Background: an optimization exercise with open tools, aiming at small area. Do not read the settings as production practice.
In this exercise RTL edits were held to simulation tests only and were not proved equivalent to the original.
Power and IR drop assume default switching activity.

Setup of maple:
==> flow/design.v (excerpt) <==
module stats_top (
    input  logic                 clk,
    input  logic                 rst_pkt,
    input  logic                 rst,
    input  logic [2:0]           in_mark_i,            
    input  logic [2:0]           out_mark_i,           
    input  logic                 out_ready_i,
    input  logic                 rb_update_valid_i,
    input  logic                 disable_pcie_i,
    output logic                 pcie_rb_update_valid_o,
    input  logic [27:0]          pdumeta_cpu_data_i,   
    input  logic                 pdumeta_cpu_valid_i,
    input  logic                 pdumeta_cpu_ready_i,
    input  logic [63:0]          fill_level_i,         
    input  logic [63:0]          status_req_i,         
    output logic [32:0]          status_resp_o,        
    output logic [32-1:0]   ctrl_o
);
    localparam int W  = 32;
    localparam int FW = 16;
    localparam int NC = 4;
    assign pcie_rb_update_valid_o = rb_update_valid_i & ~disable_pcie_i;
    logic         req_rd, req_wr, hit;
    logic [7:0]   ofs;
    logic [W-1:0] wd;
    assign req_rd = status_req_i[63];
    assign req_wr = status_req_i[62];
    assign hit    = (status_req_i[61:58] == 4'(0));
    assign ofs    = status_req_i[39:32];
    assign wd     = status_req_i[31:0];
    logic [4:0] ev;
    assign ev[0] = in_mark_i[2] & in_mark_i[0];
    assign ev[1] = out_mark_i[2] & out_mark_i[0] & out_ready_i;
    assign ev[2] = rb_update_valid_i;
    assign ev[3] = pdumeta_cpu_valid_i & pdumeta_cpu_ready_i & (pdumeta_cpu_data_i[27:24] == 4'd0);
    assign ev[4] = pdumeta_cpu_valid_i & pdumeta_cpu_ready_i & (pdumeta_cpu_data_i[27:24] == 4'd1);
    logic         rd1, wr1, is5_1;
    logic [2:0]   ofs1;
    logic [W-1:0] wdata1;
    logic [4:0]   ev1;
    logic         rp1;
    always_ff @(posedge clk) begin
        rd1    <= ~rst & req_rd & hit;
        wr1    <= ~rst & req_wr & hit;
        ofs1   <= (ofs < 8'd8) ? ofs[2:0] : 3'd7;
        wdata1 <= wd;
        ev1    <= ev;
        rp1    <= rst_pkt;
    end
    logic [W-1:0] ctrl_q;
    logic         ctrl_zero_q;
    logic [W-1:0] ctrl_q_nxt;
    logic         ctrl_zero_nxt;
    logic [2:0]   ld2;
    assign is5_1 = (ofs1 == 3'd5);
    assign ctrl_q_nxt    = wr1 ? wdata1 : ctrl_q;
    assign ctrl_zero_nxt = rst | (wr1 ? ~is5_1 : ctrl_zero_q);
    always_ff @(posedge clk) begin
        ctrl_q      <= ctrl_q_nxt;
  ...
Size: about 1400 cells after synthesis, ~430 flip-flops, about 240 I/O pins, roughly 16000 um^2 of cells after synthesis.
clock: 5.0 ns
lec_check: 0
cap_margin: 20
core_margin: 2
core_utilization: 72
gpl_timing_driven: 0
slew_margin: 20
standard.sh (not shown) runs the stock make flow with config.mk's settings and CLKGATE_MAP_FILE= SYNTH_SCRIPT=/design/flow/synth_recipe.tcl, a recipe that flattens the netlist after the stock synthesis.
==> flow/flow/run.sh <==
#!/bin/bash
# The standard layout (standard.sh) with three changes:
#  - synthesis maps the combinational logic with an area-oriented ABC script
#    (flow/synth.tcl, flow/area.abc); registers are mapped as in the standard
#    synthesis, before ABC runs;
#  - the port buffers are the smallest buffer, sky130_fd_sc_hd__buf_1;
#  - the clock tree uses clkbuf_8 leaf buffers on larger sink clusters and
#    no dummy loads.
# make's output goes to standard.log; each ORFS step logs under orfs/logs/.
set -euo pipefail
W=$PWD
export MY_ABC_SCRIPT=$W/flow/area.abc
bash standard.sh \
  "SYNTH_SCRIPT=$W/flow/synth.tcl" \
  "BUFFER_PORTS_ARGS=-buffer_cell sky130_fd_sc_hd__buf_1" \
  "CTS_ARGS=-sink_clustering_enable -repair_clock_nets -dont_use_dummy_load -buf_list sky130_fd_sc_hd__clkbuf_8 -root_buf sky130_fd_sc_hd__clkbuf_16 -sink_clustering_size 16 -sink_clustering_max_diameter 80" \
  finish > standard.log 2>&1
==> flow/flow/area.abc <==
&get -n
&st
&syn2
&dch
&nf -a
&put
==> flow/flow/synth.tcl <==
# The standard synthesis script, with one change: the final ABC mapping
# of the combinational logic runs the area-oriented script named in
# MY_ABC_SCRIPT instead of ORFS's speed script. Registers are mapped before
# ABC runs, so they keep the standard synthesis's names and cells.
proc synth {args} { yosys synth -nofsm -noshare {*}$args }
proc abc {args} {
  set i [lsearch -exact $args -script]
  if { $i >= 0 && [info exists ::env(MY_ABC_SCRIPT)] } {
    lset args [expr {$i + 1}] $::env(MY_ABC_SCRIPT)
  }
  yosys abc {*}$args
}
source $::env(SCRIPTS_DIR)/synth.tcl
# left out here: clear keep_hierarchy, flatten, clean up, hide names made inside functions, write 1_2_yosys.v
For cedar, these inputs were changed with respect to maple:
- changing CAP_MARGIN from 20 to 0
- changing SLEW_MARGIN from 20 to 0
- removing GPL_TIMING_DRIVEN (formerly 0)
--- outcome ---
Time the final worst path needs with I/O delays and setup delta (cedar − maple): favourable. Filler cell count in the final layout: cedar vs maple up 80. Diff maple -> cedar: total power consumption of the routed design down 36 uW; worst path arrival time down 0.25 ns; post-detailed-routing wire length down 3.8%; proportion of power drawn by flip-flops and latches up 0.3 points; worst hold margin down 0.012 ns. Going from maple to cedar, power density of the placed cells grows by 4.2 nW/um^2. Comparing maple and cedar, share of the clock period used by the worst path is lower on cedar. cedar ended up with a lower global-route wire length before repair than maple did.


stats_top, a different RTL version from the one above (not shown whole).
Size in the first run: about 1600 cells after synthesis, about 440 flip-flops, roughly 240 I/O pins.
clock: 5.0 ns
lec_check: 0
cap_margin: 20
core_margin: 2
core_utilization: 60
slew_margin: 20
==> flow/flow/run.sh <==
#!/bin/bash
set -euo pipefail
bash standard.sh \
  "BUFFER_PORTS_ARGS=-buffer_cell sky130_fd_sc_hd__buf_1" \
  "CTS_ARGS=-sink_clustering_enable -repair_clock_nets -dont_use_dummy_load -buf_list sky130_fd_sc_hd__clkbuf_8 -root_buf sky130_fd_sc_hd__clkbuf_8 -sink_clustering_size 20 -sink_clustering_max_diameter 50" \
  finish > standard.log 2>&1
Rerun with:
==> flow/run.sh (new file) <==
#!/bin/bash
# synth_recipe.tcl (not shown) runs the flow's synth.tcl, then flattens the netlist and writes it again
# the make line also repeats each setting of config.mk as NAME=value (left out here)
make -C /OpenROAD-flow-scripts/flow DESIGN_CONFIG=/design/flow/config.mk WORK_HOME=/design/flow/orfs CLKGATE_MAP_FILE= SYNTH_SCRIPT=/design/flow/synth_recipe.tcl finish
--- a/flow/config.mk
+++ b/flow/config.mk
@@ -8,4 +8,4 @@
 export CAP_MARGIN = 20
 export CORE_MARGIN = 2
-export CORE_UTILIZATION = 60
+export CORE_UTILIZATION = 40
 export SLEW_MARGIN = 20
removed: flow/flow/run.sh
removed: flow/standard.sh
The new run went through all stages and came out clean.
Routed wire length grows by about 10%.
Non-clock buffer count grows by 1.
Setup slack improves by 0.031 ns.
Flip-flop and latch count does not change.
Via count grows by 0.63%.
Rerun with:
==> flow/flow/run.sh (new file) <==
#!/bin/bash
set -euo pipefail
bash standard.sh \
  "BUFFER_PORTS_ARGS=-buffer_cell sky130_fd_sc_hd__buf_1" \
  "CTS_ARGS=-sink_clustering_enable -repair_clock_nets -dont_use_dummy_load -buf_list sky130_fd_sc_hd__clkbuf_4 -root_buf sky130_fd_sc_hd__clkbuf_8 -sink_clustering_size 25" \
  finish > standard.log 2>&1
==> flow/standard.sh (new file) <==
#!/bin/bash
# synth_recipe.tcl (not shown) runs the flow's synth.tcl, then flattens the netlist and writes it again
# the make line also repeats each setting of config.mk as NAME=value (left out here)
make -C /OpenROAD-flow-scripts/flow DESIGN_CONFIG=/design/flow/config.mk WORK_HOME=/design/flow/orfs CLKGATE_MAP_FILE= SYNTH_SCRIPT=/design/flow/synth_recipe.tcl "${@:-finish}"
--- a/flow/config.mk
+++ b/flow/config.mk
@@ -8,4 +8,4 @@
 export CAP_MARGIN = 20
 export CORE_MARGIN = 2
-export CORE_UTILIZATION = 40
+export CORE_UTILIZATION = 60
 export SLEW_MARGIN = 20
removed: flow/run.sh
Outcome: Worst hold slack degrades by 0.020 ns; design area goes down by 10%; utilization goes up by 17 points.
Rerun with:
==> flow/flow/run.sh (replaced) <==
#!/bin/bash
set -euo pipefail
bash standard.sh \
  "BUFFER_PORTS_ARGS=-buffer_cell sky130_fd_sc_hd__buf_1" \
  "CTS_ARGS=-sink_clustering_enable -repair_clock_nets -dont_use_dummy_load -buf_list sky130_fd_sc_hd__clkbuf_16 -root_buf sky130_fd_sc_hd__clkbuf_16 -sink_clustering_size 30 -sink_clustering_max_diameter 80" \
  finish > standard.log 2>&1
Effect:
- worst setup slack got worse by 0.034 ns
- routed wire length goes down slightly
- global-route usage drops by 0.97 points
- power goes down by a little under a tenth
- synthesized cell count is unchanged


Setup of alpha:
stats_top again, from the RTL that the note above started with.
==> flow/config.mk <==
export PLATFORM = sky130hd
export DESIGN_NAME = stats_top
export DESIGN_NICKNAME = stats_top
export VERILOG_FILES = /design/flow/design.v
export SDC_FILE = /design/flow/constraint.sdc
export NUM_CORES = 4
export LEC_CHECK = 0
export CAP_MARGIN = 20
export CORE_MARGIN = 2
export CORE_UTILIZATION = 60
export SLEW_MARGIN = 20
==> flow/constraint.sdc <==
create_clock -name core_clock -period 5.0 [get_ports {clk}]
set_input_delay 1.0000 -clock core_clock [delete_from_list [all_inputs] [get_ports {clk}]]
set_output_delay 1.0000 -clock core_clock [all_outputs]
set_load 0.01 [all_outputs]
==> flow/flow/run.sh <==
#!/bin/bash
# The standard layout, with the port buffers made from the smallest buffer
# and no dummy loads in the clock tree. The make output goes to standard.log.
set -euo pipefail
bash standard.sh \
  "BUFFER_PORTS_ARGS=-buffer_cell sky130_fd_sc_hd__buf_1" \
  "CTS_ARGS=-sink_clustering_enable -repair_clock_nets -dont_use_dummy_load" \
  finish > standard.log 2>&1
alpha: PASS, flow complete, no timing, DRC or antenna violations
The inputs of beta differ from those of alpha as listed below.
==> flow/run.sh (new file) <==
#!/bin/bash
# synth_recipe.tcl (not shown) runs the flow's synth.tcl, then flattens the netlist and writes it again
# the make line also repeats each setting of config.mk as NAME=value (left out here)
make -C /OpenROAD-flow-scripts/flow DESIGN_CONFIG=/design/flow/config.mk WORK_HOME=/design/flow/orfs CLKGATE_MAP_FILE= SYNTH_SCRIPT=/design/flow/synth_recipe.tcl finish
removed: flow/flow/run.sh
removed: flow/standard.sh
### Flow results
Of beta and alpha, it is beta that has the higher clock network contribution to total cell area.
The violation count after the first detailed-route iteration reported for beta is greater than that of alpha by 131.
The higher sequential cell area share of beta and alpha is in alpha.

## re-timing with driven ports
How much do the figures lean on ideal ports? The routed layouts below were timed once more, with nothing changed but the port constraints.
Step 1, drivers: a clkbuf_16 drives clk and a buf_2 each remaining input, both assumed.
Step 2 moves the port delays by t, midway between the first and last clock arrival at a register: inputs arrive t later, outputs are due t later. That takes back most of the time a late clock gives input paths.
Slacks: no drivers / after step 1 / after step 2; pairs: no drivers / after step 1.
run | shift t [ns] | setup WS [ns] | worst setup path at the end | latest minus earliest clock arrival (ns)
maple | 0.551 | 0.655 / 0.655 / 0.655 | register to register | 0.061 / 0.061
cedar | 0.546 | 0.921 / 0.921 / 0.921 | register to register | 0.070 / 0.070
the first run of note 2 | 0.591 | 1.619 / 1.619 / 1.249 | input to register | 0.069 / 0.069
the second run of note 2 | 0.634 | 1.651 / 1.589 / 1.128 | input to register | 0.029 / 0.030
the third run of note 2 | 0.641 | 1.626 / 1.626 / 1.293 | input to register | 0.050 / 0.051
the fourth run of note 2 | 0.586 | 1.593 / 1.593 / 1.336 | input to register | 0.030 / 0.030
alpha | 0.581 | 1.584 / 1.584 / 1.279 | input to register | 0.036 / 0.036
beta | 0.593 | 1.489 / 1.489 / 1.076 | input to register | 0.021 / 0.021
After both steps every run listed still meets setup and hold. The setup slack of the second run of note 2, which loses most, moves by -0.062 ns with the drivers and by -0.523 ns with both steps.
